This is an optimization exercise on Yosys and OpenROAD, whose aim is small area, not a production implementation.
RTL that was checked went through simulation tests only; none was proved equivalent to the original.
Only the layout flow was run in run 4; the RTL was not checked for function there.
Power figures rest on the tool's default switching activity, not on a simulated workload.

<file path="design/flow/run.sh">
#!/bin/bash
# synth_recipe.tcl (not shown) runs the flow's synth.tcl, then flattens the netlist and writes it again
# the make line also repeats each setting of config.mk as NAME=value (left out here)
make -C /OpenROAD-flow-scripts/flow DESIGN_CONFIG=/design/flow/config.mk WORK_HOME=/design/flow/orfs CLKGATE_MAP_FILE= SYNTH_SCRIPT=/design/flow/synth_recipe.tcl finish
</file>
<file path="design/flow/constraint.sdc">
create_clock -name core_clock -period 5.0 [get_ports {clock}]
set_input_delay 1.0000 -clock core_clock [delete_from_list [all_inputs] [get_ports {clock}]]
set_output_delay 1.0000 -clock core_clock [all_outputs]
set_load 0.01 [all_outputs]
</file>
<file path="design/flow/design.v">
package seu_window_controller_pkg;
  typedef enum logic [2:0] {IDLE = 3'd0, CLEAR = 3'd1, SETTLE1 = 3'd2, SETTLE2 = 3'd3,
                            BASE = 3'd4, RUN = 3'd5, SNAP = 3'd6} state_t;
  localparam int NCH_DEF = 7;
  localparam int CNT_W_DEF = 64;
  localparam int WIN_W_DEF = 32;
  function automatic integer sel_w(input integer n);
    sel_w = n > 1 ? $clog2(n) : 1;
  endfunction
endpackage
module seu_snapshot_bank #(
  parameter int NCH = 7,
  parameter int CNT_W = 64,
  parameter int SEL_W = 3
) (
  input  logic                 clock,
  input  logic                 reset,
  input  logic                 capture,
  input  logic                 commit,
  input  logic                 zero,
  input  logic [NCH*CNT_W-1:0] err_count,
  input  logic                 rd_req,
  input  logic [SEL_W-1:0]     rd_sel,
  output logic                 rd_ack,
  output logic [CNT_W-1:0]     rd_data
);
  logic [CNT_W-1:0] base_q [NCH];
  logic [CNT_W-1:0] snap_q [NCH];
  logic             snap_zero_q;
  logic [CNT_W-1:0] rd_mux;
  always_ff @(posedge clock)
    for (int k = 0; k < NCH; k++) begin
      if (capture) base_q[k] <= err_count[k*CNT_W +: CNT_W];
      if (commit) snap_q[k] <= err_count[k*CNT_W +: CNT_W] - base_q[k];
    end
  always_ff @(posedge clock)
    if (reset) snap_zero_q <= 1'b1;
    else if (commit) snap_zero_q <= zero;
  always_comb begin
    rd_mux = '0;
    if (!reset && !snap_zero_q)
      for (int k = 0; k < NCH; k++) if (rd_sel == SEL_W'(k)) rd_mux = snap_q[k];
  end
  always_ff @(posedge clock) begin
    rd_ack <= reset ? 1'b0 : rd_req;
    if (reset || rd_req) rd_data <= rd_mux;
  end
endmodule
module seu_window_controller #(
  parameter int NCH = seu_window_controller_pkg::NCH_DEF,
  parameter int CNT_W = seu_window_controller_pkg::CNT_W_DEF,
  parameter int WIN_W = seu_window_controller_pkg::WIN_W_DEF,
  localparam int SEL_W = seu_window_controller_pkg::sel_w(NCH)
) (
  input  logic                 clock,
  input  logic                 reset,
  input  logic                 start,
  input  logic                 stop,
  input  logic                 continuous,
  input  logic [WIN_W-1:0]     window_len,
  input  logic [NCH*CNT_W-1:0] err_count,
  output logic [NCH-1:0]       clear_pulse,
  output logic                 busy,
  output logic                 done,
  output logic                 aborted,
  output logic [15:0]          window_id,
  input  logic                 rd_req,
  input  logic [SEL_W-1:0]     rd_sel,
  output logic                 rd_ack,
  output logic [CNT_W-1:0]     rd_data
);
  seu_window_controller_pkg::state_t state_q, state_d;
  logic [WIN_W-1:0] len_q, cnt_q;
  logic abort_q, zero_q, pre_snap;
  always_ff @(posedge clock) state_q <= reset ? seu_window_controller_pkg::IDLE : state_d;
  always_comb begin
    state_d = state_q;
    busy = state_q != seu_window_controller_pkg::IDLE;
    done = state_q == seu_window_controller_pkg::SNAP;
    pre_snap = busy && !done;
    clear_pulse = {NCH{reset || state_q == seu_window_controller_pkg::CLEAR}};
    case (state_q)
      seu_window_controller_pkg::IDLE:    state_d = start ? seu_window_controller_pkg::CLEAR : seu_window_controller_pkg::IDLE;
      seu_window_controller_pkg::CLEAR:   state_d = stop ? seu_window_controller_pkg::SNAP : seu_window_controller_pkg::SETTLE1;
      seu_window_controller_pkg::SETTLE1: state_d = stop ? seu_window_controller_pkg::SNAP : seu_window_controller_pkg::SETTLE2;
      seu_window_controller_pkg::SETTLE2: state_d = stop ? seu_window_controller_pkg::SNAP : seu_window_controller_pkg::BASE;
      seu_window_controller_pkg::BASE:    state_d = stop ? seu_window_controller_pkg::SNAP : seu_window_controller_pkg::RUN;
      seu_window_controller_pkg::RUN:     state_d = stop || cnt_q[WIN_W-1:1] == '0 ? seu_window_controller_pkg::SNAP : seu_window_controller_pkg::RUN;
      seu_window_controller_pkg::SNAP:    state_d = continuous && !abort_q ? seu_window_controller_pkg::CLEAR : seu_window_controller_pkg::IDLE;
      default: state_d = seu_window_controller_pkg::IDLE;
    endcase
  end
  always_ff @(posedge clock) begin
    if (state_q == seu_window_controller_pkg::IDLE && start) len_q <= window_len;
    cnt_q <= state_q == seu_window_controller_pkg::RUN ? cnt_q - WIN_W'(1) : len_q;
  end
  always_ff @(posedge clock) begin
    abort_q <= stop && pre_snap;
    zero_q <= stop && pre_snap && state_q != seu_window_controller_pkg::RUN;
  end
  always_ff @(posedge clock)
    if (reset) begin
      aborted <= 1'b0;
      window_id <= '0;
    end else if (done) begin
      aborted <= abort_q;
      window_id <= window_id + 16'd1;
    end
  seu_snapshot_bank #(.NCH(NCH), .CNT_W(CNT_W), .SEL_W(SEL_W)) u_bank (
    .clock(clock),
    .reset(reset),
    .capture(state_q == seu_window_controller_pkg::BASE),
    .commit(done),
    .zero(zero_q),
    .err_count(err_count),
    .rd_req(rd_req),
    .rd_sel(rd_sel),
    .rd_ack(rd_ack),
    .rd_data(rd_data)
  );
endmodule
</file>
<file path="design/flow/config.mk">
export PLATFORM = sky130hd
export DESIGN_NAME = seu_window_controller
export DESIGN_NICKNAME = seu_window_controller
export VERILOG_FILES = /design/flow/design.v
export SDC_FILE = /design/flow/constraint.sdc
export NUM_CORES = 4
export LEC_CHECK = 0
export CAP_MARGIN = 20
export CORE_MARGIN = 2
export CORE_UTILIZATION = 40
export SLEW_MARGIN = 20
</file>
==> summary.txt, run 1 <==
status timing/DRC/antenna clean; Root Buffer Master sky130_fd_sc_hd__clkbuf_16; r2r startpoint u_bank.base_q[6][0]; number of CTS-inserted buffers around 130; Critical Path RT 5.50 ns; post-detailed-placement half-perimeter wirelength 157300 microns; first-pass GRT wire length just under 300000 microns; number of top-level design ports 580; static leakage power 30.56 nW; standard cell core area 157800 sq um; critical path startpoint category input port; total of buffers placed on input and output ports 579; origin of the worst min-delay path zero_q; relative contribution of the clock network to total power 0.297; Sink Count 1048; transition time at the pin with the least slew margin about 0.94 ns; final routed DRC violation total 0; number of buffers added to fix hold violations after cts 0; residual antenna-violating net count after detailed routing 0; vias per cell 5.473; grt ovf 0; post-route total power ~32 mW; mean cell area of the mapped netlist between 10 and 15 sq um; Layout Area Growth over Synthesis 19.58%; sequential area share after synthesis 0.4882; summed instance area of the synthesized netlist 63310 sq um; placed insts between 8000 and 9000; worst hold slack across all endpoints 0.4407 ns; die boundary height 401.8 microns; post-synthesis net count 7064; largest net degree at the start of global routing 137; post-cts repair resize count 0; count of vias placed by the detailed router ~49000; H-Tree Level Count 4; commonest non-fill, non-tap cell in the layout sky130_fd_sc_hd__edfxtp_1; proportion of layout cells with a drive suffix above 1 0.05395; Finish-stage setup viols 0; power share of the sequential group 0.378; count of flip-flops with a built-in enable after synthesis between 900 and 1000; Final Hold Violating Endpoints 0; initial antenna violation count 89; Yosys warning count 4; peak ir drop on the vdd network 370.9 uV; via count of the first global-routing pass between 40000 and 50000; Final Wtd Congestion 0.9255; skew final 0.02776 ns; aggregate routed wire length 199700 microns; Comb pwr share 0.325; horizontal die dimension between 400 and 500 microns; launching instance or port of the critical path err_count[384]; Top FF cell, synth sky130_fd_sc_hd__edfxtp_1; Cell Int Power 21.10 mW; clock tree from TritonCTS built; total setup buffers inserted after CTS 0; final slew viol count 0; setup repair after global routing missed its margin no; area fraction of the dominant cell type after synthesis 0.4705; Crit Path Max Fanout 3; final clock period utilization by the worst path 0.8817; relative slew slack 0.3750; row count approximately 150; Worst setup EP type flop; highest attainable clock frequency 226.8 MHz; total number of nets in the final design 7601; number of library cell types mapped by synthesis 107; final worst path period need 4.408 ns; clock latency at the later pin of the worst-skew pair between 0.7 and 0.8 ns; Net Switching 10.53 mW; cell area power density ~420 nW/um^2; synthesized instance count 6125; DR WL/cell 22.54 microns; register clock-pin slew on the reported worst setup and hold paths roughly 0.06 ns; total iterations of the first detailed-routing run 5; critical path type in -> reg; switching share of total power 0.3329; Bufs on Longest Clock Path 3; async set-reset flop share out of synthesis 0; data arrival time of the critical path slightly below 5 ns; Total Die Area ~160000 sq um; most used cells in the layout excluding fill and tap cells sky130_fd_sc_hd__edfxtp_1, sky130_fd_sc_hd__a21oi_1, sky130_fd_sc_hd__inv_1, sky130_fd_sc_hd__clkdlybuf4s50_1, sky130_fd_sc_hd__nand2_1; Synth Register Bits 1048; Yosys top cell by area sky130_fd_sc_hd__edfxtp_1; Finished Layout Cells 8863; number of DRC violations after detailed-routing iteration 0 3409; count of maximum capacitance violations 0; largest cells by area after synthesis sky130_fd_sc_hd__edfxtp_1, sky130_fd_sc_hd__ha_1, sky130_fd_sc_hd__a21oi_1, sky130_fd_sc_hd__xnor2_1, sky130_fd_sc_hd__inv_1; all-layer global routing usage 0.2419; effective utilization at floorplan 0.4011; class of the most critical hold timing path reg -> reg
area by class of cell:
cell class,count,area [sq um]
fill,14683,82120
sequential,1048,30910
multi-input combinational,4222,29150
timing repair buffer,675,6610
clock buffer,154,3428
tap,2072,2592
inverter,584,2192
clock inverter,82,762.0
antenna,26,65.06
synth_stat cells (all sizes together), types with 64 or more instances:
cell type / instances
edfxtp: 992
a21oi: 614
inv: 584
nand2: 457
ha: 443
o21ai: 389
nor2: 331
xnor2: 295
a21o: 266
clkbuf: 229
xor2: 172
nand4: 145
o211ai: 84
nand3: 83
o21bai: 80
mux2i: 68
o21a: 64
worst max-delay path, stage by stage:
cell	delay, ns
sky130_fd_sc_hd__clkdlybuf4s50_1	0.48
sky130_fd_sc_hd__inv_1	0.05
sky130_fd_sc_hd__ha_1	0.21
sky130_fd_sc_hd__fa_1	0.41
sky130_fd_sc_hd__nand2b_1	0.20
sky130_fd_sc_hd__a21oi_1	0.32
sky130_fd_sc_hd__o41a_1	0.26
sky130_fd_sc_hd__a21oi_1	0.13
sky130_fd_sc_hd__o21ai_0	0.32
sky130_fd_sc_hd__a31oi_1	0.19
sky130_fd_sc_hd__nor3_1	0.42
sky130_fd_sc_hd__o21ai_0	0.34
sky130_fd_sc_hd__o21a_1	0.29
sky130_fd_sc_hd__o21ai_0	0.20
sky130_fd_sc_hd__xor2_1	0.10
stage by stage:
step | area (sq um) | util | TNS, ns | worst slack, ns
after detailed placement | 71450 | 0.4527 | -0.01884 | -0.01884
after global placement | 71450 | 0.4527 | 0 | 0.03941
after global routing | 75680 | 0.4795 | 0 | 0.4795
final | 75710 | 0.4797 | 0 | 0.5917
after floorplan | 63340 | - | -4237.37 | -7.204
after CTS | 75640 | 0.4793 | 0 | 0.7933
routing by layer:
layer,share of wire,GRT usage
met1,0.44,0.3275
met2,0.45,0.3825
met3,0.077,0.05572
met4,0.033,0.07849
met5,0.0021,0
cells by family after synthesis:
group | after synthesis | share of synthesized area
fa+ha+maj | 450 | 0.08976
mux | 69 | 0.01111
compound gates | 1899 | 0.1946
simple gates | 1337 | 0.09929
flops | 1048 | 0.4882
buf+inv | 855 | 0.05239
xor+xnor | 467 | 0.06460
registers in the layout, indices dropped and copies added (netlist names):
signal,count
window_id,16
u_bank.snap_q,448
zero_q,1
u_bank.base_q,448
u_bank.rd_data,64
cnt_q,32
u_bank.snap_zero_q,1
u_bank.rd_ack,1
state_q,3
len_q,32
aborted,1
abort_q,1
power groups by stage:
stage          clock (mW)  combinational, mW  sequential (mW)
4_1_cts              9.63               10.3             12.0
6_report             9.39               10.3             12.0
2_1_floorplan           0               7.01             12.4
3_5_place_dp            0               10.2             12.1
3_3_place_gp            0               10.2             12.1
5_1_grt              9.93               11.3             12.1
final timing paths:
| kind | end | slack [ns] | cells past startpoint |
|---|---|---|---|
| worst max-delay path | u_bank.snap_q[6][36] | 0.59 | 15 |
| worst min-delay path | u_bank.snap_zero_q | 0.44 | 1 |
| worst max register to register | u_bank.snap_q[6][36] | 0.99 | 13 |
| worst min register to register | u_bank.snap_zero_q | 0.44 | 1 |
==> run 2, diff against run 1 <==
--- a/design/flow/design.v
+++ b/design/flow/design.v
@@ -11,7 +11,8 @@
 module seu_snapshot_bank #(
   parameter int NCH = 7,
   parameter int CNT_W = 64,
-  parameter int SEL_W = 3
+  parameter int SEL_W = 3,
+  parameter int CHUNK = 8
 ) (
   input  logic                 clock,
   input  logic                 reset,
@@ -24,26 +25,55 @@
   output logic                 rd_ack,
   output logic [CNT_W-1:0]     rd_data
 );
-  logic [CNT_W-1:0] base_q [NCH];
-  logic [CNT_W-1:0] snap_q [NCH];
+  localparam int NCK = CNT_W / CHUNK;
+  logic [CNT_W-1:0] base_n_q [NCH];
+  logic [CNT_W-1:0] sum_q [NCH];
+  logic [CNT_W-1:0] cy_q [NCH];     
+  logic [CNT_W-1:0] sum_d [NCH];
+  logic [CNT_W-1:0] cy_d [NCH];
   logic             snap_zero_q;
-  logic [CNT_W-1:0] rd_mux;
+  logic [CNT_W-1:0] rd_sum, rd_cy;
+  always_comb
+    for (int k = 0; k < NCH; k++) begin
+      logic c;
+      cy_d[k] = '0;
+      c = 1'b1;
+      for (int i = 0; i < CNT_W; i++) begin
+        logic a, b;
+        if (i % CHUNK == 0 && i != 0) begin
+          cy_d[k][i] = c;
+          c = 1'b0;
+        end
+        a = err_count[k*CNT_W + i];
+        b = base_n_q[k][i];
+        sum_d[k][i] = a ^ b ^ c;
+        c = (a & b) | (a & c) | (b & c);
+      end
+    end
   always_ff @(posedge clock)
     for (int k = 0; k < NCH; k++) begin
-      if (capture) base_q[k] <= err_count[k*CNT_W +: CNT_W];
-      if (commit) snap_q[k] <= err_count[k*CNT_W +: CNT_W] - base_q[k];
+      if (capture) base_n_q[k] <= ~err_count[k*CNT_W +: CNT_W];
+      if (commit) begin
+        sum_q[k] <= sum_d[k];
+        for (int j = 1; j < NCK; j++) cy_q[k][j*CHUNK] <= cy_d[k][j*CHUNK];
+      end
     end
   always_ff @(posedge clock)
     if (reset) snap_zero_q <= 1'b1;
     else if (commit) snap_zero_q <= zero;
   always_comb begin
-    rd_mux = '0;
+    rd_sum = '0;
+    rd_cy = '0;
     if (!reset && !snap_zero_q)
-      for (int k = 0; k < NCH; k++) if (rd_sel == SEL_W'(k)) rd_mux = snap_q[k];
+      for (int k = 0; k < NCH; k++)
+        if (rd_sel == SEL_W'(k)) begin
+          rd_sum = sum_q[k];
+          for (int j = 1; j < NCK; j++) rd_cy[j*CHUNK] = cy_q[k][j*CHUNK];
+        end
   end
   always_ff @(posedge clock) begin
     rd_ack <= reset ? 1'b0 : rd_req;
-    if (reset || rd_req) rd_data <= rd_mux;
+    if (reset || rd_req) rd_data <= rd_sum + rd_cy;
   end
 endmodule
 module seu_window_controller #(
==> design/flow/flow/run.sh (new file) <==
#!/bin/bash
set -euo pipefail
export BUFFER_PORTS_ARGS="-buffer_cell sky130_fd_sc_hd__buf_1"
export CTS_ARGS="-sink_clustering_enable -repair_clock_nets -dont_use_dummy_load"
bash standard.sh finish > flow_make.log 2>&1
==> design/flow/standard.sh (new file) <==
#!/bin/bash
# synth_recipe.tcl (not shown) runs the flow's synth.tcl, then flattens the netlist and writes it again
# the make line also repeats each setting of config.mk as NAME=value (left out here)
make -C /OpenROAD-flow-scripts/flow DESIGN_CONFIG=/design/flow/config.mk WORK_HOME=/design/flow/orfs CLKGATE_MAP_FILE= SYNTH_SCRIPT=/design/flow/synth_recipe.tcl "${@:-finish}"
removed: design/flow/run.sh
==> summary.txt, run 2 <==
largest cells by area after synthesis sky130_fd_sc_hd__edfxtp_1, sky130_fd_sc_hd__fa_1, sky130_fd_sc_hd__inv_1, sky130_fd_sc_hd__dfxtp_1, sky130_fd_sc_hd__ha_1; clock latency at the later pin of the worst-skew pair 0.76 ns (about the same); number of buffers added to fix hold violations after cts 0 (unchanged); commonest non-fill, non-tap cell in the layout sky130_fd_sc_hd__edfxtp_1; most used cells in the layout excluding fill and tap cells sky130_fd_sc_hd__edfxtp_1, sky130_fd_sc_hd__inv_1, sky130_fd_sc_hd__buf_1, sky130_fd_sc_hd__fa_1, sky130_fd_sc_hd__nor2_1; grt ovf 0 (unchanged); effective utilization at floorplan 0.4044 (+0.003224); instance count along the most critical hold path 1 (unchanged); R2R depth 10 (-3); data arrival time of the critical path 4.59 ns (-0.32 ns); placed insts 5538 (-36%); number of DRC violations after detailed-routing iteration 0 2546 (-25%); proportion of layout cells with a drive suffix above 1 0.07761 (+0.02366); status timing/DRC/antenna clean; DR WL/cell 22.75 microns (+0.94%); Net Switching 6.313 mW (-40%); H-Tree Level Count 3 (-1); standard cell core area 125900 sq um (-20%); Finish-stage setup viols 0 (unchanged); total setup buffers inserted after CTS 0 (unchanged); clock tree from TritonCTS built; all-layer global routing usage 0.1996 (-0.04225); FF-to-FF setup slack 1.08 ns (+0.09 ns); total iterations of the first detailed-routing run 5 (unchanged); power share of the sequential group 0.525 (+0.147); Top FF cell, synth sky130_fd_sc_hd__edfxtp_1; horizontal die dimension 360.7 microns (-10%); Cell Int Power 17.56 mW (-17%); initial antenna violation count 30 (-66%); transition time at the pin with the least slew margin 0.8765 ns (-0.06100 ns); Final Hold Violating Endpoints 0 (unchanged); post-detailed-placement half-perimeter wirelength 97890 microns (-38%); Yosys top cell by area sky130_fd_sc_hd__edfxtp_1; static leakage power 21.86 nW (-28%); relative contribution of the clock network to total power 0.313 (+0.016); aggregate routed wire length 128900 microns (-35%); register clock-pin slew on the reported worst setup and hold paths 0.05 ns (about the same); synthesized instance count 3345 (-45%); final routed DRC violation total 0 (unchanged); number of CTS-inserted buffers 119 (-9.2%); critical path type in -> reg; class of the most critical hold timing path reg -> reg; Finished Layout Cells 5667 (-36%); most frequently used cell type in the post-synthesis netlist sky130_fd_sc_hd__edfxtp_1; post-route total power 23.88 mW (-25%); final slew viol count 0 (unchanged); number of library cell types mapped by synthesis 81 (-24%); Synth Register Bits 1097 (+4.7%); count of vias placed by the detailed router 28050 (-42%); switching share of total power 0.2644 (-0.06845); post-synthesis net count 4285 (-39%); number of top-level design ports 580 (unchanged); die boundary height 360.7 microns (-10%); cell area power density 409.1 nW/um^2 (-2.1%); highest attainable clock frequency 241.0 MHz (+6.2%); critical path startpoint category input port; most used standard cells in the synthesized netlist sky130_fd_sc_hd__edfxtp_1, sky130_fd_sc_hd__inv_1, sky130_fd_sc_hd__fa_1; vias per cell 4.950 (-9.6%); final clock period utilization by the worst path 0.8300 (-0.05163); Bufs on Longest Clock Path 3 (unchanged); Total Die Area 130100 sq um (-19%); total number of nets in the final design 4949 (-35%); count of flip-flops with a built-in enable after synthesis 1041 (+4.9%); count of maximum capacitance violations 0 (unchanged); count of fill cells added during filler insertion 11190 (-24%); Yosys warning count 7 (+3); final instance area 58370 sq um (-23%); Comb pwr share 0.162 (-0.163); total of buffers placed on input and output ports 579 (unchanged); final worst path period need 4.150 ns (-0.2581 ns); core utilization of the finished layout 0.4636 (-0.01604); largest registers in the final layout u_bank.base_n_q: 448 flops, u_bank.sum_q: 448 flops, u_bank.rd_data: 64 flops; Worst setup EP type flop; setup repair after global routing missed its margin no; largest net degree at the start of global routing 132 (-3.6%); async set-reset flop share out of synthesis 0 (unchanged); Area after DPL 55370 sq um (-23%); post-cts repair resize count 0 (unchanged); via count of the first global-routing pass 29520 (-39%); relative slew slack 0.4157 (+0.04067); row count 130 (-11%); area fraction of the dominant cell type after synthesis 0.6141 (+0.1436); Layout Area Growth over Synthesis 14.66%; summed instance area of the synthesized netlist 50910 sq um (-20%); first-pass GRT wire length 189000 microns (-36%); residual antenna-violating net count after detailed routing 0 (unchanged); Crit Path Max Fanout 34 (+31); skew final 0.06780 ns (+0.04004 ns); mean cell area of the mapped netlist 15.22 sq um (+47%); Sink Count 1097 (+4.7%); sequential area share after synthesis 0.6361 (+0.1479); Final Wtd Congestion 0.8755 (-5.4%); peak ir drop on the vdd network 325.9 uV (-12%); Critical Path RT 5.44 ns (-0.06 ns); Root Buffer Master sky130_fd_sc_hd__clkbuf_16
run 2: layout make-up:
class	count	area [sq um]	area share
multi-input cells	1451	15410	0.2640
flip-flops and latches	1097	32380	0.5548
inverters	680	2555	0.04377
diodes	10	25.02	0.0004287
repair buffers	660	2955	0.05063
well taps	1650	2064	0.03537
clock buffers	119	2978	0.05102
run 2: power groups by stage:
stage	Combinational, mW	Clock [mW]	Sequential (mW)
after floorplan	2.38	0	12.8
after CTS	3.99	7.68	12.5
after global placement	3.84	0	12.7
final	3.88	7.47	12.5
after global routing	4.49	7.97	12.6
after detailed placement	3.98	0	12.7
run 2: per-layer routing:
layer	GRT usage	share of wire
met2	0.3352	0.49
met5	0	0.0010
met3	0.05190	0.078
met4	0.05505	0.028
met1	0.2561	0.40
run 2: through the flow:
stage	setup WS [ns]	hold WS [ns]	setup TNS [ns]
5_1_grt	0.6648	0.3948	0
2_1_floorplan	-2.775	0.4120	-1243.25
6_report	0.8498	0.4307	0
3_5_place_dp	0.06749	0.4310	0
4_1_cts	0.8263	0.3702	0
3_3_place_gp	0.09262	0.4217	0
run 2: worst paths after layout:
check,from,end
hold / removal,zero_q,u_bank.snap_zero_q
setup reg to reg,u_bank.base_n_q[4][16],u_bank.sum_q[4][23]
setup / recovery,rd_sel[0],u_bank.rd_data[58]
hold reg to reg,zero_q,u_bank.snap_zero_q
run 2: cell families (layout without fill, tap and decap cells):
family / Yosys count / in the layout / synth area share
adders and majority gates: 451 / 451 / 0.1676
xor gates and xnor gates: 105 / 105 / 0.01807
DFF: 1097 / 1097 / 0.6361
AOI/OAI and AO/OA: 404 / 404 / 0.05449
other: 0 / 10 / 0
and+or+nand+nor: 398 / 398 / 0.03945
buffers and inverters: 797 / 1459 / 0.06253
muxes: 93 / 93 / 0.02175
run 2: worst max-delay path, stage by stage:
cell                       delay (ns)
sky130_fd_sc_hd__clkbuf_4        0.22
sky130_fd_sc_hd__buf_12          0.23
sky130_fd_sc_hd__buf_12          0.25
sky130_fd_sc_hd__mux2i_1         0.34
sky130_fd_sc_hd__nor2_1          0.07
sky130_fd_sc_hd__a21oi_1         0.25
sky130_fd_sc_hd__a21oi_1         0.15
sky130_fd_sc_hd__o221a_2         0.26
sky130_fd_sc_hd__ha_1            0.28
sky130_fd_sc_hd__inv_1           0.11
sky130_fd_sc_hd__nor4_1          0.40
sky130_fd_sc_hd__buf_4           0.19
sky130_fd_sc_hd__and2_1          0.15
sky130_fd_sc_hd__a22o_2          0.22
sky130_fd_sc_hd__nor4_1          0.06
sky130_fd_sc_hd__a311o_1         0.33
==> run 3, diff against run 2 <==
==> design/flow/run.sh (new file) <==
#!/bin/bash
# synth_recipe.tcl (not shown) runs the flow's synth.tcl, then flattens the netlist and writes it again
# the make line also repeats each setting of config.mk as NAME=value (left out here)
make -C /OpenROAD-flow-scripts/flow DESIGN_CONFIG=/design/flow/config.mk WORK_HOME=/design/flow/orfs CLKGATE_MAP_FILE= SYNTH_SCRIPT=/design/flow/synth_recipe.tcl finish
removed: design/flow/flow/run.sh
removed: design/flow/standard.sh
==> summary.txt, run 3 <==
status timing/DRC/antenna clean; cell area power density 400.6 nW/um^2 (-2.1%); Critical Path RT 5.58 ns (+0.14 ns); switching share of total power 0.2628 (-0.001603); transition time at the pin with the least slew margin 1.182 ns (+0.3056 ns); effective utilization at floorplan 0.4044 (unchanged); relative slew slack 0.2120 (-0.2037); mean cell area of the mapped netlist 15.22 sq um (unchanged); commonest non-fill, non-tap cell in the layout sky130_fd_sc_hd__edfxtp_1; post-route total power 25.24 mW (+5.7%); critical path startpoint category input port; count of flip-flops with a built-in enable after synthesis 1041 (unchanged); total of buffers placed on input and output ports 579 (unchanged); horizontal die dimension 360.7 microns (unchanged); Synth Register Bits 1097 (unchanged); H-Tree Level Count 3 (unchanged); worst hold slack across all endpoints 0.4427 ns (+0.01198 ns); placed insts 5565 (+0.49%); final slew viol count 0 (unchanged); post-synthesis net count 4285 (unchanged); Root Buffer Master sky130_fd_sc_hd__clkbuf_16; number of CTS-inserted buffers 117 (-1.7%); row count 130 (unchanged); most used cells in the layout excluding fill and tap cells sky130_fd_sc_hd__edfxtp_1, sky130_fd_sc_hd__inv_1, sky130_fd_sc_hd__clkdlybuf4s50_1, sky130_fd_sc_hd__fa_1, sky130_fd_sc_hd__nor2_1; count of vias placed by the detailed router 28194 (+0.51%); Worst setup EP type flop; register clock-pin slew on the reported worst setup and hold paths 0.06 ns (about the same); proportion of layout cells with a drive suffix above 1 0.09349 (+0.01587); Total Die Area 130100 sq um (unchanged); sequential area share after synthesis 0.6361 (unchanged); largest cells by area after synthesis sky130_fd_sc_hd__edfxtp_1, sky130_fd_sc_hd__fa_1, sky130_fd_sc_hd__inv_1, sky130_fd_sc_hd__dfxtp_1, sky130_fd_sc_hd__ha_1; post-cts repair resize count 0 (unchanged); standard cell core area 125900 sq um (unchanged); clock latency at the later pin of the worst-skew pair 0.74 ns (-0.02 ns); power share of the sequential group 0.496 (-0.029); first-pass GRT wire length 191700 microns (+1.4%); Finish-stage setup viols 0 (unchanged); most used standard cells in the synthesized netlist sky130_fd_sc_hd__edfxtp_1, sky130_fd_sc_hd__inv_1, sky130_fd_sc_hd__fa_1; vias per cell 4.869 (-1.6%); count of maximum capacitance violations 0 (unchanged); DR WL/cell 22.54 microns (-0.92%); total iterations of the first detailed-routing run 6 (+1); data arrival time of the critical path 4.92 ns (+0.33 ns); critical path type in -> reg; number of library cell types mapped by synthesis 81 (unchanged); Cell Int Power 18.60 mW (+5.9%); summed instance area of the synthesized netlist 50910 sq um (unchanged); Net Switching 6.632 mW (+5.0%); synthesized instance count 3345 (unchanged); largest registers in the final layout u_bank.base_n_q: 448 flops, u_bank.sum_q: 448 flops, u_bank.rd_data: 64 flops; Top FF cell, synth sky130_fd_sc_hd__edfxtp_1; most frequently used cell type in the post-synthesis netlist sky130_fd_sc_hd__edfxtp_1; area fraction of the dominant cell type after synthesis 0.6141 (unchanged); Layout Area Growth over Synthesis 23.76%; Bufs on Longest Clock Path 3 (unchanged); static leakage power 23.90 nW (+9.4%); final worst path period need 4.338 ns (+0.1878 ns); clock tree from TritonCTS built; count of fill cells added during filler insertion 10795 (-3.5%); initial antenna violation count 41 (+37%); peak ir drop on the vdd network 342.0 uV (+4.9%); aggregate routed wire length 130500 microns (+1.2%); number of top-level design ports 580 (unchanged); Finished Layout Cells 5791 (+2.2%); highest attainable clock frequency 230.5 MHz (-4.3%); via count of the first global-routing pass 30123 (+2.0%); largest net degree at the start of global routing 157 (+19%); residual antenna-violating net count after detailed routing 0 (unchanged); Comb pwr share 0.164 (+0.002); skew final 0.02768 ns (-0.04012 ns); die boundary height 360.7 microns (unchanged); relative contribution of the clock network to total power 0.339 (+0.026); final routed DRC violation total 0 (unchanged); all-layer global routing usage 0.2021 (+0.002520); Sink Count 1097 (unchanged); class of the most critical hold timing path reg -> reg; grt ovf 0 (unchanged); Crit Path Max Fanout 15 (-56%); number of DRC violations after detailed-routing iteration 0 2292 (-10%); async set-reset flop share out of synthesis 0 (unchanged); post-detailed-placement half-perimeter wirelength 97260 microns (-0.64%); Final Hold Violating Endpoints 0 (unchanged); total setup buffers inserted after CTS 0 (unchanged); final clock period utilization by the worst path 0.8676 (+0.03757); Yosys top cell by area sky130_fd_sc_hd__edfxtp_1; number of buffers added to fix hold violations after cts 0 (unchanged); Yosys warning count 7 (unchanged); Final Wtd Congestion 0.8343 (-4.7%); setup repair after global routing missed its margin no; total number of nets in the final design 4974 (+0.51%)
-- run 3: final cells by class --
class | count | area (sq um) | share of cell area
Sequential cell | 1097 | 32380 | 0.5140
Tap cell | 1650 | 2064 | 0.03277
Antenna cell | 12 | 30.03 | 0.0004766
Clock buffer | 143 | 3099 | 0.04919
Inverter | 680 | 2556 | 0.04057
Multi-Input combinational cell | 1451 | 15410 | 0.2446
Timing Repair Buffer | 687 | 6815 | 0.1082
Clock inverter | 71 | 643.1 | 0.01021
-- run 3: kinds of logic (layout without fill, tap and decap cells) --
family / count (synthesis) / after routing / share of synthesized area
DFF: 1097 / 1097 / 0.6361
muxes: 93 / 93 / 0.02175
other: 0 / 12 / 0
adders and majority gates: 451 / 451 / 0.1676
buffers and inverters: 797 / 1581 / 0.06253
and+or+nand+nor: 398 / 398 / 0.03945
xor gates and xnor gates: 105 / 105 / 0.01807
AOI/OAI and AO/OA: 404 / 404 / 0.05449
-- run 3: power by group through the flow --
stage	Sequential, mW	Combinational (mW)	Clock, mW
3_5_place_dp	12.7	4.25	0
4_1_cts	12.5	4.28	8.79
3_3_place_gp	12.7	4.14	0
5_1_grt	12.6	4.76	9.12
2_1_floorplan	12.8	2.38	0
6_report	12.5	4.15	8.57
-- run 3: final timing paths --
| check | startpoint | endpoint | slack [ns] | cells after the start |
|---|---|---|---|---|
| setup / recovery | rd_sel[0] | u_bank.rd_data[60] | 0.66 | 16 |
| hold / removal | len_q[2] | cnt_q[2] | 0.44 | 2 |
| setup reg to reg | u_bank.base_n_q[5][24] | u_bank.sum_q[5][31] | 1.11 | 10 |
| hold reg to reg | len_q[2] | cnt_q[2] | 0.44 | 2 |
-- run 3: routing by layer --
metal | up-vias | wire length [microns] | part of all wire | track usage
met2 | 869 | 64060 | 0.49 | 0.3371
li1 | 12894 | - | - | -
met5 | - | 224 | 0.0017 | 0
met1 | 14175 | 52560 | 0.40 | 0.2567
met4 | 34 | 3224 | 0.025 | 0.05776
met3 | 222 | 10440 | 0.080 | 0.05834
-- run 3: stage by stage --
step             util  worst slack, ns  setup TNS [ns]  area [sq um]
2_1_floorplan       -           -2.775        -1243.25         50950
3_3_place_gp   0.4705          -0.1897         -0.6381         59230
3_5_place_dp   0.4705          -0.1785         -0.7867         59230
4_1_cts        0.5002           0.5964               0         62970
5_1_grt        0.5003           0.3901               0         62990
6_report       0.5004           0.6620               0         63000
-- run 3: critical path, stage by stage --
cell                       delay [ns]
sky130_fd_sc_hd__buf_6           0.25
sky130_fd_sc_hd__clkinv_2        0.42
sky130_fd_sc_hd__a221oi_1        0.43
sky130_fd_sc_hd__a21oi_1         0.11
sky130_fd_sc_hd__o221a_2         0.31
sky130_fd_sc_hd__ha_1            0.24
sky130_fd_sc_hd__ha_1            0.21
sky130_fd_sc_hd__inv_1           0.07
sky130_fd_sc_hd__nor4_1          0.06
sky130_fd_sc_hd__buf_4           0.16
sky130_fd_sc_hd__a21oi_2         0.40
sky130_fd_sc_hd__o21ai_4         0.17
sky130_fd_sc_hd__a22o_2          0.31
sky130_fd_sc_hd__buf_4           0.17
sky130_fd_sc_hd__or4_1           0.47
sky130_fd_sc_hd__nand3_1         0.09
==> run 4, diff against run 3 <==
--- a/design/flow/design.v
+++ b/design/flow/design.v
@@ -41,7 +41,7 @@
       for (int i = 0; i < CNT_W; i++) begin
         logic a, b;
         if (i % CHUNK == 0 && i != 0) begin
-          cy_d[k][i] = c;
+          cy_d[k][i] = ~c;
           c = 1'b0;
         end
         a = err_count[k*CNT_W + i];
@@ -68,7 +68,7 @@
       for (int k = 0; k < NCH; k++)
         if (rd_sel == SEL_W'(k)) begin
           rd_sum = sum_q[k];
-          for (int j = 1; j < NCK; j++) rd_cy[j*CHUNK] = cy_q[k][j*CHUNK];
+          for (int j = 1; j < NCK; j++) rd_cy[j*CHUNK] = ~cy_q[k][j*CHUNK];
         end
   end
   always_ff @(posedge clock) begin
==> design/flow/flow/run.sh (new file) <==
#!/bin/bash
set -euo pipefail
export BUFFER_PORTS_ARGS="-buffer_cell sky130_fd_sc_hd__buf_1"
export CTS_ARGS="-sink_clustering_enable -repair_clock_nets -dont_use_dummy_load -buf_list {sky130_fd_sc_hd__clkbuf_8}"
bash standard.sh finish > flow_make.log 2>&1
==> design/flow/standard.sh (new file) <==
#!/bin/bash
# synth_recipe.tcl (not shown) runs the flow's synth.tcl, then flattens the netlist and writes it again
# the make line also repeats each setting of config.mk as NAME=value (left out here)
make -C /OpenROAD-flow-scripts/flow DESIGN_CONFIG=/design/flow/config.mk WORK_HOME=/design/flow/orfs CLKGATE_MAP_FILE= SYNTH_SCRIPT=/design/flow/synth_recipe.tcl "${@:-finish}"
removed: design/flow/run.sh
==> summary.txt, run 4 <==
post-route total power 23.06 mW (-8.6%); post-synthesis net count 4084 (-4.7%); count of flip-flops with a built-in enable after synthesis 1041 (unchanged); Total Die Area 128600 sq um (-1.2%); die boundary height 358.7 microns (-0.58%); count of vias placed by the detailed router 27587 (-2.2%); critical path startpoint category input port; commonest non-fill, non-tap cell in the layout sky130_fd_sc_hd__edfxtp_1; final routed DRC violation total 0 (unchanged); skew final 0.08951 ns (+0.06184 ns); class of the most critical hold timing path in -> reg; total of buffers placed on input and output ports 579 (unchanged); count of maximum capacitance violations 0 (unchanged); Worst setup EP type flop; status timing/DRC/antenna clean; final worst path period need 4.369 ns (+0.03085 ns); Critical Path RT 5.62 ns (+0.04 ns); number of buffers added to fix hold violations after cts 0 (unchanged); row count 130 (unchanged); horizontal die dimension 358.7 microns (-0.58%); relative slew slack 0.3143 (+0.1023); number of top-level design ports 580 (unchanged); area fraction of the dominant cell type after synthesis 0.6213 (+0.007269); number of library cell types mapped by synthesis 89 (+9.9%); aggregate routed wire length 131900 microns (+1.0%); effective utilization at floorplan 0.4017 (-0.002655); Area after DPL 54850 sq um (-7.4%); launching instance or port of the critical path rd_sel[1]; Finish-stage setup viols 0 (unchanged); post-detailed-placement half-perimeter wirelength 99380 microns (+2.2%); clock latency at the later pin of the worst-skew pair 0.92 ns (+0.18 ns); cell area power density 400.6 nW/um^2 (about the same); Finished Layout Cells 5575 (-3.7%); mean cell area of the mapped netlist 16.00 sq um (+5.1%); Layout Area Growth over Synthesis 14.41%; placed insts 5362 (-3.6%); core utilization of the finished layout 0.4596 (-0.04084); number of CTS-inserted buffers 193 (+65%); Yosys warning count 7 (unchanged); CP Capture Point u_bank.rd_data[27]; static leakage power 21.04 nW (-12%); sequential area share after synthesis 0.6436 (+0.007530); Crit Path Max Fanout 17 (+2); Yosys top cell by area sky130_fd_sc_hd__edfxtp_1; FF-to-FF setup slack 1.01 ns (-0.10 ns); worst reg2reg endpoint u_bank.sum_q[4][31]; fraction of met1 tracks used by global routing 0.2657 (+0.009033); CP max stage delay 0.76 ns (+0.29 ns); r2r startpoint u_bank.base_n_q[4][24]; total iterations of the first detailed-routing run 7 (+1); largest cells by area after synthesis sky130_fd_sc_hd__edfxtp_1, sky130_fd_sc_hd__fa_1, sky130_fd_sc_hd__inv_1, sky130_fd_sc_hd__dfxtp_1, sky130_fd_sc_hd__mux4_2; final instance area 57560 sq um (-8.6%); post-cts repair resize count 0 (unchanged); grt ovf 0 (unchanged); global routing usage on met2 0.3255 (-0.01160); post-layout worst setup margin 0.6311 ns (-0.03085 ns); async set-reset flop share out of synthesis 0 (unchanged); H-Tree Level Count 4 (+1); standard cell core area 125200 sq um (-0.52%); Final Wtd Congestion 0.8266 (-0.92%); summed instance area of the synthesized netlist 50310 sq um (-1.2%); all-layer global routing usage 0.2052 (+0.003103); via count of the first global-routing pass 28754 (-4.5%); Synth Register Bits 1097 (unchanged); most frequently used cell type in the post-synthesis netlist sky130_fd_sc_hd__edfxtp_1; most utilized layer in the global route result met2; proportion of layout cells with a drive suffix above 1 0.1009 (+0.007411); clock tree from TritonCTS built; total setup buffers inserted after CTS 0 (unchanged); final slew viol count 0 (unchanged); critical path, cell by cell clkbuf_4 -> buf_12 -> buf_4 -> and2_0 -> a32oi_1 -> a31o_2 -> nor4_4 -> buf_4 -> a41oi_2 -> buf_4 -> nor3_1 -> a21oi_1 -> nor3b_1 -> xnor2_1; Sink Count 1097 (unchanged); peak ir drop on the vdd network 238.4 uV (-30%); highest attainable clock frequency 228.9 MHz (-0.71%); worst hold slack across all endpoints 0.2645 ns (-0.1781 ns); slowest cell on the critical path sky130_fd_sc_hd__and2_0; register clock-pin slew on the reported worst setup and hold paths 0.06 ns (about the same); final clock period utilization by the worst path 0.8738 (+0.006169); met3 global-route usage 0.06259 (+0.004252); setup repair after global routing missed its margin no; synthesized instance count 3144 (-6.0%); Final Hold Violating Endpoints 0 (unchanged); data arrival time of the critical path 4.99 ns (+0.07 ns); first-pass GRT wire length 187100 microns (-2.4%); Top FF cell, synth sky130_fd_sc_hd__edfxtp_1; TNS Setup 0 ns (unchanged); most used standard cells in the synthesized netlist sky130_fd_sc_hd__edfxtp_1, sky130_fd_sc_hd__inv_1, sky130_fd_sc_hd__fa_1; largest registers in the final layout u_bank.base_n_q: 448 flops, u_bank.sum_q: 448 flops, u_bank.rd_data: 64 flops; transition time at the pin with the least slew margin 1.029 ns (-0.1534 ns); placement-stage worst setup slack -0.1846 ns (-0.006117 ns); number of DRC violations after detailed-routing iteration 0 2340 (+2.1%); Root Buffer Master sky130_fd_sc_hd__clkbuf_8; residual antenna-violating net count after detailed routing 0 (unchanged); critical path type in -> reg; Bufs on Longest Clock Path 3 (unchanged); largest net degree at the start of global routing 143 (-8.9%); Most common cell on crit path sky130_fd_sc_hd__buf_4; initial antenna violation count 52 (+27%); DR WL/cell 23.66 microns (+5.0%); total number of nets in the final design 4847 (-2.6%); most used cells in the layout excluding fill and tap cells sky130_fd_sc_hd__edfxtp_1, sky130_fd_sc_hd__buf_1, sky130_fd_sc_hd__inv_1, sky130_fd_sc_hd__fa_1, sky130_fd_sc_hd__clkbuf_8; R2R depth 8 (-2); vias per cell 4.948 (+1.6%)
-- run 4: cell count changes after synthesis, moves of 13 or more --
cell / previous run / this run
sky130_fd_sc_hd__o221a_2: 25 / 0
sky130_fd_sc_hd__a22oi_1: 30 / 13
sky130_fd_sc_hd__o21ai_0: 66 / 83
sky130_fd_sc_hd__mux2i_1: 51 / 33
sky130_fd_sc_hd__inv_1: 678 / 538
sky130_fd_sc_hd__a21oi_1: 119 / 68
sky130_fd_sc_hd__mux4_2: 11 / 39
sky130_fd_sc_hd__a211oi_1: 14 / 27
sky130_fd_sc_hd__a22o_1: 2 / 17
sky130_fd_sc_hd__a221oi_1: 23 / 7
sky130_fd_sc_hd__nand2_1: 73 / 99
-- run 4: kinds of logic (layout without fill, tap and decap cells) --
kind of cell               after synthesis  after routing  share of synthesized area
AOI/OAI and AO/OA                      333            333                    0.04564
xor gates and xnor gates               107            107                    0.01863
adders and majority gates              452            452                     0.1698
buffers and inverters                  638           1399                    0.05126
DFF                                   1097           1097                     0.6436
muxes                                   94             94                    0.02895
other                                    0             20                          0
and+or+nand+nor                        423            423                    0.04210
-- run 4: layout make-up --
cell class / count / area (sq um)
Multi-Input combinational cell: 1409 / 15400
Inverter: 540 / 2027
Sequential cell: 1097 / 32380
Timing Repair Buffer: 666 / 2975
Clock buffer: 193 / 2656
Fill cell: 11148 / 67680
Antenna cell: 20 / 50.05
Tap cell: 1650 / 2064
-- run 4: worst min path at each step --
stage	startpoint	endpoint	slack, ns	depth (start not counted)
2_1_floorplan	zero_q	u_bank.snap_zero_q	0.42	1
3_3_place_gp	len_q[25]	cnt_q[25]	0.42	2
3_5_place_dp	zero_q	u_bank.snap_zero_q	0.43	1
4_1_cts	window_len[6]	len_q[6]	0.12	1
5_1_grt	window_len[6]	len_q[6]	0.18	1
6_report	window_len[6]	len_q[6]	0.26	1
-- run 4: power by group --
| group | internal (mW) | switching (mW) |
|---|---|---|
| clock | 3.37 | 3.34 |
| sequential | 12.1 | 0.538 |
| combinational | 1.38 | 2.38 |
-- run 4: worst max-delay path, delay by kind of cell --
kind / cells / cell delay [ns]
compound gates: 4 / 1.00
simple gates: 4 / 1.70
xor+xnor: 1 / 0.10
buf+inv: 5 / 1.15
-- run 4: per-layer routing --
layer / part of all wire / wire [microns]
met5: 0.0015 / 203
met4: 0.031 / 4053
met2: 0.47 / 62310
met1: 0.41 / 53940
met3: 0.086 / 11380
==> run 5, diff against run 4 <==
--- a/design/flow/design.v
+++ b/design/flow/design.v
@@ -12,7 +12,8 @@
   parameter int NCH = 7,
   parameter int CNT_W = 64,
   parameter int SEL_W = 3,
-  parameter int CHUNK = 8
+  parameter int CHUNK0 = 10,
+  parameter int CHUNK = 9
 ) (
   input  logic                 clock,
   input  logic                 reset,
@@ -25,7 +26,9 @@
   output logic                 rd_ack,
   output logic [CNT_W-1:0]     rd_data
 );
-  localparam int NCK = CNT_W / CHUNK;
+  function automatic logic cut(input int i);
+    cut = i >= CHUNK0 && (i - CHUNK0) % CHUNK == 0;
+  endfunction
   logic [CNT_W-1:0] base_n_q [NCH];
   logic [CNT_W-1:0] sum_q [NCH];
   logic [CNT_W-1:0] cy_q [NCH];     
@@ -40,7 +43,7 @@
       c = 1'b1;
       for (int i = 0; i < CNT_W; i++) begin
         logic a, b;
-        if (i % CHUNK == 0 && i != 0) begin
+        if (cut(i)) begin
           cy_d[k][i] = ~c;
           c = 1'b0;
         end
@@ -55,7 +58,7 @@
       if (capture) base_n_q[k] <= ~err_count[k*CNT_W +: CNT_W];
       if (commit) begin
         sum_q[k] <= sum_d[k];
-        for (int j = 1; j < NCK; j++) cy_q[k][j*CHUNK] <= cy_d[k][j*CHUNK];
+        for (int i = 0; i < CNT_W; i++) if (cut(i)) cy_q[k][i] <= cy_d[k][i];
       end
     end
   always_ff @(posedge clock)
@@ -68,7 +71,7 @@
       for (int k = 0; k < NCH; k++)
         if (rd_sel == SEL_W'(k)) begin
           rd_sum = sum_q[k];
-          for (int j = 1; j < NCK; j++) rd_cy[j*CHUNK] = ~cy_q[k][j*CHUNK];
+          for (int i = 0; i < CNT_W; i++) if (cut(i)) rd_cy[i] = ~cy_q[k][i];
         end
   end
   always_ff @(posedge clock) begin
==> design/flow/flow/run.sh (replaced) <==
#!/bin/bash
set -euo pipefail
export BUFFER_PORTS_ARGS="-buffer_cell sky130_fd_sc_hd__buf_1"
export CTS_ARGS="-sink_clustering_enable -repair_clock_nets -dont_use_dummy_load -buf_list {sky130_fd_sc_hd__clkbuf_16} -sink_clustering_size 24 -sink_clustering_max_diameter 120"
bash standard.sh finish > flow_make.log 2>&1
==> summary.txt, run 5 <==
Worst setup EP type flop; critical path type in -> reg; cell area power density 370.5 nW/um^2 (-7.5%); Layout Area Growth over Synthesis 12.61%; total setup buffers inserted after CTS 0 (unchanged); slowest cell on the critical path sky130_fd_sc_hd__a211oi_2; mean cell area of the mapped netlist 15.95 sq um (-0.33%); number of DRC violations after detailed-routing iteration 0 2138 (-8.6%); class of the most critical hold timing path reg -> reg; Final Hold Violating Endpoints 0 (unchanged); relative slew slack 0.2572 (-0.05709); peak ir drop on the vdd network 253.2 uV (+6.2%); largest net degree at the start of global routing 157 (+9.8%); most frequently used cell type in the post-synthesis netlist sky130_fd_sc_hd__edfxtp_1; static leakage power 20.17 nW (-4.2%); skew final 0.07854 ns (-0.01097 ns); sequential area share after synthesis 0.6442 (about the same); Synth Register Bits 1090 (-0.64%); post-synthesis net count 4070 (-0.34%); grt ovf 0 (unchanged); initial antenna violation count 74 (+42%); number of CTS-inserted buffers 52 (-73%); vias per cell 4.895 (-1.1%); worst hold slack across all endpoints 0.4489 ns (+0.1843 ns); Total Die Area 127700 sq um (-0.73%); CP Capture Point u_bank.rd_data[58]; launching instance or port of the critical path rd_sel[0]; highest attainable clock frequency 212.4 MHz (-7.2%); clock latency at the later pin of the worst-skew pair 0.69 ns (-0.23 ns); Bufs on Longest Clock Path 3 (unchanged); core utilization of the finished layout 0.4543 (-0.005308); total number of nets in the final design 4712 (-2.8%); via count of the first global-routing pass 28266 (-1.7%); synthesized instance count 3131 (-0.41%); Critical Path RT 5.45 ns (-0.17 ns); H-Tree Level Count 2 (-2); most used cells in the layout excluding fill and tap cells sky130_fd_sc_hd__edfxtp_1, sky130_fd_sc_hd__buf_1, sky130_fd_sc_hd__inv_1, sky130_fd_sc_hd__fa_1, sky130_fd_sc_hd__nor2_1; clock tree from TritonCTS built; die boundary height 357.3 microns (-0.37%); critical path, cell by cell clkbuf_4 -> buf_12 -> buf_4 -> mux4_2 -> nor2_1 -> a31oi_1 -> a211oi_2 -> ha_1 -> ha_1 -> nand4_1 -> nor3_2 -> a21oi_2 -> o21ai_2 -> buf_4 -> a311oi_1 -> nor4_2 -> xnor2_1; async set-reset flop share out of synthesis 0 (unchanged); FF-to-FF setup slack 0.47 ns (-0.54 ns); final worst path period need 4.709 ns (+0.3402 ns); worst reg2reg endpoint u_bank.sum_q[1][54]; Finish-stage setup viols 0 (unchanged); critical path startpoint category input port; all-layer global routing usage 0.2026 (-0.002680); largest registers in the final layout u_bank.base_n_q: 448 flops, u_bank.sum_q: 448 flops, u_bank.rd_data: 64 flops; largest cells by area after synthesis sky130_fd_sc_hd__edfxtp_1, sky130_fd_sc_hd__fa_1, sky130_fd_sc_hd__inv_1, sky130_fd_sc_hd__dfxtp_1, sky130_fd_sc_hd__mux4_2; number of library cell types mapped by synthesis 79 (-11%); Yosys warning count 7 (unchanged); R2R depth 9 (+1); final slew viol count 0 (unchanged); summed instance area of the synthesized netlist 49940 sq um (-0.74%); total of buffers placed on input and output ports 579 (unchanged); commonest non-fill, non-tap cell in the layout sky130_fd_sc_hd__edfxtp_1; register area 32170 sq um (-0.65%); count of vias placed by the detailed router 26634 (-3.5%); horizontal die dimension 357.3 microns (-0.37%); count of fill cells added during filler insertion 11062 (-0.77%); residual antenna-violating net count after detailed routing 0 (unchanged); TNS Setup 0 ns (unchanged); status timing/DRC/antenna clean; total iterations of the first detailed-routing run 5 (-2); r2r startpoint u_bank.base_n_q[1][46]; first-pass GRT wire length 185700 microns (-0.75%); data arrival time of the critical path 5.16 ns (+0.17 ns); Final Wtd Congestion 0.8414 (+1.8%); Top FF cell, synth sky130_fd_sc_hd__edfxtp_1; final clock period utilization by the worst path 0.9418 (+0.06804); DR WL/cell 23.66 microns (about the same); CP max stage delay 0.60 ns (-0.16 ns); origin of the worst min-delay path zero_q; register clock-pin slew on the reported worst setup and hold paths 0.11 ns (+0.05 ns); row count 129 (-0.77%); Yosys top cell by area sky130_fd_sc_hd__edfxtp_1; most used standard cells in the synthesized netlist sky130_fd_sc_hd__edfxtp_1, sky130_fd_sc_hd__inv_1, sky130_fd_sc_hd__fa_1; standard cell core area 123800 sq um (-1.2%); worst path bufs/invs 4 (-1); transition time at the pin with the least slew margin 1.114 ns (+0.08563 ns); area of the multi-input gates 15350 sq um (-0.34%); proportion of layout cells with a drive suffix above 1 0.08062 (-0.02028); instance count along the most critical hold path 2 (+1); effective utilization at floorplan 0.4034 (+0.001696); final routed DRC violation total 0 (unchanged); Top delay family on crit path compound AO/OA/AOI/OAI gates; number of top-level design ports 580 (unchanged); setup repair after global routing missed its margin no; Sink Count 1090 (-0.64%); post-cts repair resize count 0 (unchanged); number of buffers added to fix hold violations after cts 0 (unchanged); path length in cells of the critical path 17 (+3); post-detailed-placement half-perimeter wirelength 97990 microns (-1.4%); count of flip-flops with a built-in enable after synthesis 1034 (-0.67%); area fraction of the dominant cell type after synthesis 0.6218 (about the same); Crit Path Max Fanout 31 (+14); aggregate routed wire length 128700 microns (-2.4%); count of maximum capacitance violations 0 (unchanged); Root Buffer Master sky130_fd_sc_hd__clkbuf_16
==> run 5: cell families after synthesis <==
family / Yosys count / share of synthesized area
flops: 1090 / 0.6442
buf+inv: 650 / 0.05179
fa+ha+maj: 450 / 0.1717
simple gates: 425 / 0.04094
compound gates: 322 / 0.04302
xor+xnor: 104 / 0.01839
mux: 90 / 0.02999
==> run 5: worst register-to-register path: stages, from the launching register on <==
cell and delay [ns]:
sky130_fd_sc_hd__edfxtp_1 0.38, sky130_fd_sc_hd__ha_1 0.21, sky130_fd_sc_hd__fa_1 0.42, sky130_fd_sc_hd__fa_1 0.46, sky130_fd_sc_hd__fa_1 0.44, sky130_fd_sc_hd__fa_1 0.51, sky130_fd_sc_hd__fa_1 0.50, sky130_fd_sc_hd__fa_1 0.44
sky130_fd_sc_hd__fa_1 0.44, sky130_fd_sc_hd__fa_1 0.48
==> run 5: layout make-up <==
| class | instances | share of cell area |
|---|---|---|
| flip-flops and latches | 1090 | 0.5721 |
| multi-input cells | 1391 | 0.2730 |
| repair buffers | 685 | 0.05656 |
| inverters | 553 | 0.03738 |
| well taps | 1637 | 0.03642 |
| clock buffers | 52 | 0.02314 |
| diodes | 33 | 0.001468 |
==> run 5: metal layers <==
layer / routed length (microns) / up-vias / global-route usage
met5: 422 / - / 0
met4: 2922 / 64 / 0.05294
met3: 10990 / 196 / 0.06291
met2: 63110 / 727 / 0.3371
met1: 51310 / 13546 / 0.2574
li1: - / 12101 / -
==> run 5: through the flow <==
step           setup slack [ns]  power [mW]  cells  instance area [sq um]
6_report                 0.2909       20.84   5441                  56240
5_1_grt                 0.09032       21.97   5427                  56200
4_1_cts                  0.2337       21.16   5408                  56160
3_5_place_dp            -0.5176       16.48   5356                  54850
3_3_place_gp            -0.9121       16.28   5356                  54850
2_1_floorplan            -2.739       15.05   3131                  50090
==> run 5: worst min-delay path by stage <==
stage,end,slack (ns)
after floorplan,u_bank.snap_zero_q,0.42
after global placement,cnt_q[7],0.43
after detailed placement,u_bank.snap_zero_q,0.43
after CTS,len_q[6],0.42
after global routing,len_q[6],0.43
final,u_bank.snap_zero_q,0.45
==> run 5: report_power, final <==
part           total (mW)  switching [mW]  internal, mW
clock network        4.67            2.81          1.86
logic                3.73            2.33          1.40
registers            12.4           0.494          11.9
==> run 6, diff against run 5 <==
==> design/flow/flow/run.sh (replaced) <==
#!/bin/bash
set -euo pipefail
export BUFFER_PORTS_ARGS="-buffer_cell sky130_fd_sc_hd__buf_1"
export CTS_ARGS="-sink_clustering_enable -repair_clock_nets -dont_use_dummy_load -buf_list {sky130_fd_sc_hd__clkbuf_16} -sink_clustering_size 30 -sink_clustering_max_diameter 100"
bash standard.sh finish > flow_make.log 2>&1
==> summary.txt, run 6 <==
TNS Setup 0 ns (unchanged); Top FF cell, synth sky130_fd_sc_hd__edfxtp_1; row count 129 (unchanged); residual antenna-violating net count after detailed routing 0 (unchanged); mean cell area of the mapped netlist 15.95 sq um (unchanged); total number of nets in the final design 4707 (-0.11%); Finished Layout Cells 5430 (-0.20%); Finish-stage setup viols 0 (unchanged); total setup buffers inserted after CTS 0 (unchanged); Final Hold Violating Endpoints 0 (unchanged); final worst path period need 4.768 ns (+0.05911 ns); data arrival time of the critical path 5.18 ns (+0.02 ns); Final Wtd Congestion 0.8414 (unchanged); largest net degree at the start of global routing 157 (unchanged); initial antenna violation count 66 (-11%); Cell Int Power 15.03 mW (-1.1%); Comb pwr share 0.180 (about the same); Bufs on Longest Clock Path 3 (unchanged); final routed DRC violation total 0 (unchanged); critical path startpoint category input port; clock tree from TritonCTS built; proportion of layout cells with a drive suffix above 1 0.07939 (-0.001221); Synth Register Bits 1090 (unchanged); grt ovf 0 (unchanged); Crit Path Max Fanout 31 (unchanged); all-layer global routing usage 0.2024 (about the same); summed instance area of the synthesized netlist 49940 sq um (unchanged); Worst setup EP type flop; post-synthesis net count 4070 (unchanged); register clock-pin slew on the reported worst setup and hold paths 0.10 ns (about the same); setup repair after global routing missed its margin no; Yosys top cell by area sky130_fd_sc_hd__edfxtp_1; post-layout worst setup margin 0.2318 ns (-0.05911 ns); peak ir drop on the vdd network 278.3 uV (+9.9%); commonest non-fill, non-tap cell in the layout sky130_fd_sc_hd__edfxtp_1; placement-stage worst setup slack -0.5176 ns (unchanged); relative contribution of the clock network to total power 0.217 (-0.007); standard cell core area 123800 sq um (unchanged); area fraction of the dominant cell type after synthesis 0.6218 (unchanged); post-cts repair resize count 0 (unchanged); Root Buffer Master sky130_fd_sc_hd__clkbuf_16; most used cells in the layout excluding fill and tap cells sky130_fd_sc_hd__edfxtp_1, sky130_fd_sc_hd__buf_1, sky130_fd_sc_hd__inv_1, sky130_fd_sc_hd__fa_1, sky130_fd_sc_hd__nor2_1; count of flip-flops with a built-in enable after synthesis 1034 (unchanged); transition time at the pin with the least slew margin 1.109 ns (-0.005287 ns); skew final 0.09200 ns (+0.01345 ns); cell area power density 368.1 nW/um^2 (-0.65%); static leakage power 20.11 nW (-0.31%); status timing/DRC/antenna clean; effective utilization at floorplan 0.4034 (unchanged); number of library cell types mapped by synthesis 79 (unchanged); critical path type in -> reg; largest cells by area after synthesis sky130_fd_sc_hd__edfxtp_1, sky130_fd_sc_hd__fa_1, sky130_fd_sc_hd__inv_1, sky130_fd_sc_hd__dfxtp_1, sky130_fd_sc_hd__mux4_2; clock latency at the later pin of the worst-skew pair 0.69 ns (about the same); number of top-level design ports 580 (unchanged); count of vias placed by the detailed router 26613 (-0.079%); Area after DPL 54850 sq um (unchanged); number of CTS-inserted buffers 47 (-9.6%); Net Switching 5.622 mW (-0.35%); first-pass GRT wire length 186000 microns (+0.15%); synthesized instance count 3131 (unchanged); largest registers in the final layout u_bank.base_n_q: 448 flops, u_bank.sum_q: 448 flops, u_bank.rd_data: 64 flops; via count of the first global-routing pass 28257 (-0.032%); count of maximum capacitance violations 0 (unchanged); DR WL/cell 23.68 microns (about the same); most frequently used cell type in the post-synthesis netlist sky130_fd_sc_hd__edfxtp_1; die boundary height 357.3 microns (unchanged); Yosys warning count 7 (unchanged); Critical Path RT 5.42 ns (-0.03 ns); placed insts 5356 (unchanged); Total Die Area 127700 sq um (unchanged); number of DRC violations after detailed-routing iteration 0 2126 (-0.56%); final clock period utilization by the worst path 0.9536 (+0.01182); horizontal die dimension 357.3 microns (unchanged); number of buffers added to fix hold violations after cts 0 (unchanged); post-detailed-placement half-perimeter wirelength 97990 microns (unchanged); Sink Count 1090 (unchanged); class of the most critical hold timing path reg -> reg; async set-reset flop share out of synthesis 0 (unchanged); vias per cell 4.901 (+0.12%); H-Tree Level Count 2 (unchanged); Layout Area Growth over Synthesis 12.33%; switching share of total power 0.2723 (+0.001473); highest attainable clock frequency 209.7 MHz (-1.2%); relative slew slack 0.2607 (+0.003524); total iterations of the first detailed-routing run 5 (unchanged); sequential area share after synthesis 0.6442 (unchanged); aggregate routed wire length 128600 microns (-0.12%); FF-to-FF setup slack 0.46 ns (about the same); final instance area 56100 sq um (-0.25%); R2R depth 9 (unchanged); most used standard cells in the synthesized netlist sky130_fd_sc_hd__edfxtp_1, sky130_fd_sc_hd__inv_1, sky130_fd_sc_hd__fa_1; instance count along the most critical hold path 2 (unchanged); total of buffers placed on input and output ports 579 (unchanged); power share of the sequential group 0.602 (+0.005); final slew viol count 0 (unchanged)
==> run 6: cell counts after synthesis <==
Identical to the previous run, type by type.
==> run 6: metrics by stage <==
step,power (mW),hold WS [ns],util
2_1_floorplan,15.05,0.4170,-
3_3_place_gp,16.28,0.4267,0.4431
3_5_place_dp,16.48,0.4290,0.4431
4_1_cts,20.95,0.4251,0.4526
5_1_grt,21.77,0.4313,0.4529
6_report,20.65,0.4500,0.4531
==> run 6: layer usage <==
layer | track usage | vias up | wire length [microns] | part of all wire
met5 | 0 | - | 425 | 0.0033
met4 | 0.04353 | 62 | 2496 | 0.019
met3 | 0.05673 | 184 | 10290 | 0.080
met2 | 0.3421 | 687 | 63540 | 0.49
met1 | 0.2604 | 13596 | 51840 | 0.40
li1 | - | 12084 | - | -
==> run 6: worst max-delay path, cell delays in order <==
cell and delay [ns]:
sky130_fd_sc_hd__clkbuf_4 0.14, sky130_fd_sc_hd__buf_12 0.22, sky130_fd_sc_hd__buf_4 0.31, sky130_fd_sc_hd__mux4_2 0.55
sky130_fd_sc_hd__nor2_1 0.11, sky130_fd_sc_hd__a31oi_1 0.08, sky130_fd_sc_hd__a211oi_2 0.61, sky130_fd_sc_hd__ha_1 0.28
sky130_fd_sc_hd__ha_1 0.25, sky130_fd_sc_hd__nand4_1 0.12, sky130_fd_sc_hd__nor3_2 0.23, sky130_fd_sc_hd__a21oi_2 0.17
sky130_fd_sc_hd__o21ai_2 0.17, sky130_fd_sc_hd__buf_4 0.18, sky130_fd_sc_hd__a311oi_1 0.24, sky130_fd_sc_hd__nor4_2 0.36
sky130_fd_sc_hd__xnor2_1 0.11
==> run 6: logic make-up (layout without fill, tap and decap cells) <==
family | after synthesis | in the layout | share of synthesized area
DFF | 1090 | 1090 | 0.6442
buffers and inverters | 650 | 1285 | 0.05179
adders and majority gates | 450 | 450 | 0.1717
and+or+nand+nor | 425 | 425 | 0.04094
AOI/OAI and AO/OA | 322 | 322 | 0.04302
xor gates and xnor gates | 104 | 104 | 0.01839
muxes | 90 | 90 | 0.02999
other | 0 | 27 | 0
==> run 6: path summary, 6_finish.rpt <==
check                         startpoint             endpoint
hold / removal                    zero_q   u_bank.snap_zero_q
setup / recovery               rd_sel[0]   u_bank.rd_data[58]
hold reg to reg                   zero_q   u_bank.snap_zero_q
setup reg to reg  u_bank.base_n_q[1][46]  u_bank.sum_q[1][54]
==> run 6: layout make-up <==
class	count	area [sq um]
diodes	27	67.56
clock buffers	47	1176
fillers	11081	67700
inverters	553	2102
multi-input cells	1391	15350
flip-flops and latches	1090	32170
well taps	1637	2048
repair buffers	685	3181
==> run 6: power groups by stage <==
stage | logic, mW | clock network (mW) | registers, mW
after floorplan | 2.29 | 0 | 12.8
after global placement | 3.68 | 0 | 12.6
after detailed placement | 3.84 | 0 | 12.6
after CTS | 3.85 | 4.66 | 12.4
after global routing | 4.32 | 4.90 | 12.5
final | 3.73 | 4.49 | 12.4

## static timing again, ports no longer ideal
Ports are ideal in the flow. The routed layouts listed here were re-timed in OpenROAD. Step 1 assumes that a clkbuf_16 drives the clock port and a buf_2 every other input. Step 2 adds t to the input delays and takes it off the output delays; t is the mean of the earliest and latest rising clock arrival at the registers after step 1. Input paths then give back, and output paths get back, about the clock's delay inside the block. Three values: ideal ports, drivers, drivers and shift; two values: the first two.
run	t (ns)	slack for setup (ns)	hold WS [ns]	worst setup path after step 2	latest minus earliest clock arrival (ns)
run 1	0.837	0.592 / 0.653 / -0.185	0.441 / 0.441 / 0.441	input to register	0.030 / 0.029
run 2	0.797	0.850 / 0.809 / 0.012	0.431 / 0.401 / 0.431	input to register	0.075 / 0.074
run 3	0.800	0.662 / 0.700 / -0.100	0.443 / 0.443 / 0.443	input to register	0.029 / 0.029
run 4	0.935	0.631 / 0.669 / -0.266	0.265 / 0.230 / 0.444	input to register	0.103 / 0.103
run 5	0.726	0.291 / 0.335 / -0.391	0.449 / 0.431 / 0.449	input to register	0.079 / 0.079
run 6	0.716	0.232 / 0.269 / -0.447	0.450 / 0.441 / 0.450	input to register	0.093 / 0.093
With both steps, setup timing fails in 5 of these runs, where it was met with ideal ports. For run 4, which loses most, drivers alone change the setup slack by +0.038 ns; drivers and shift together by -0.897 ns.
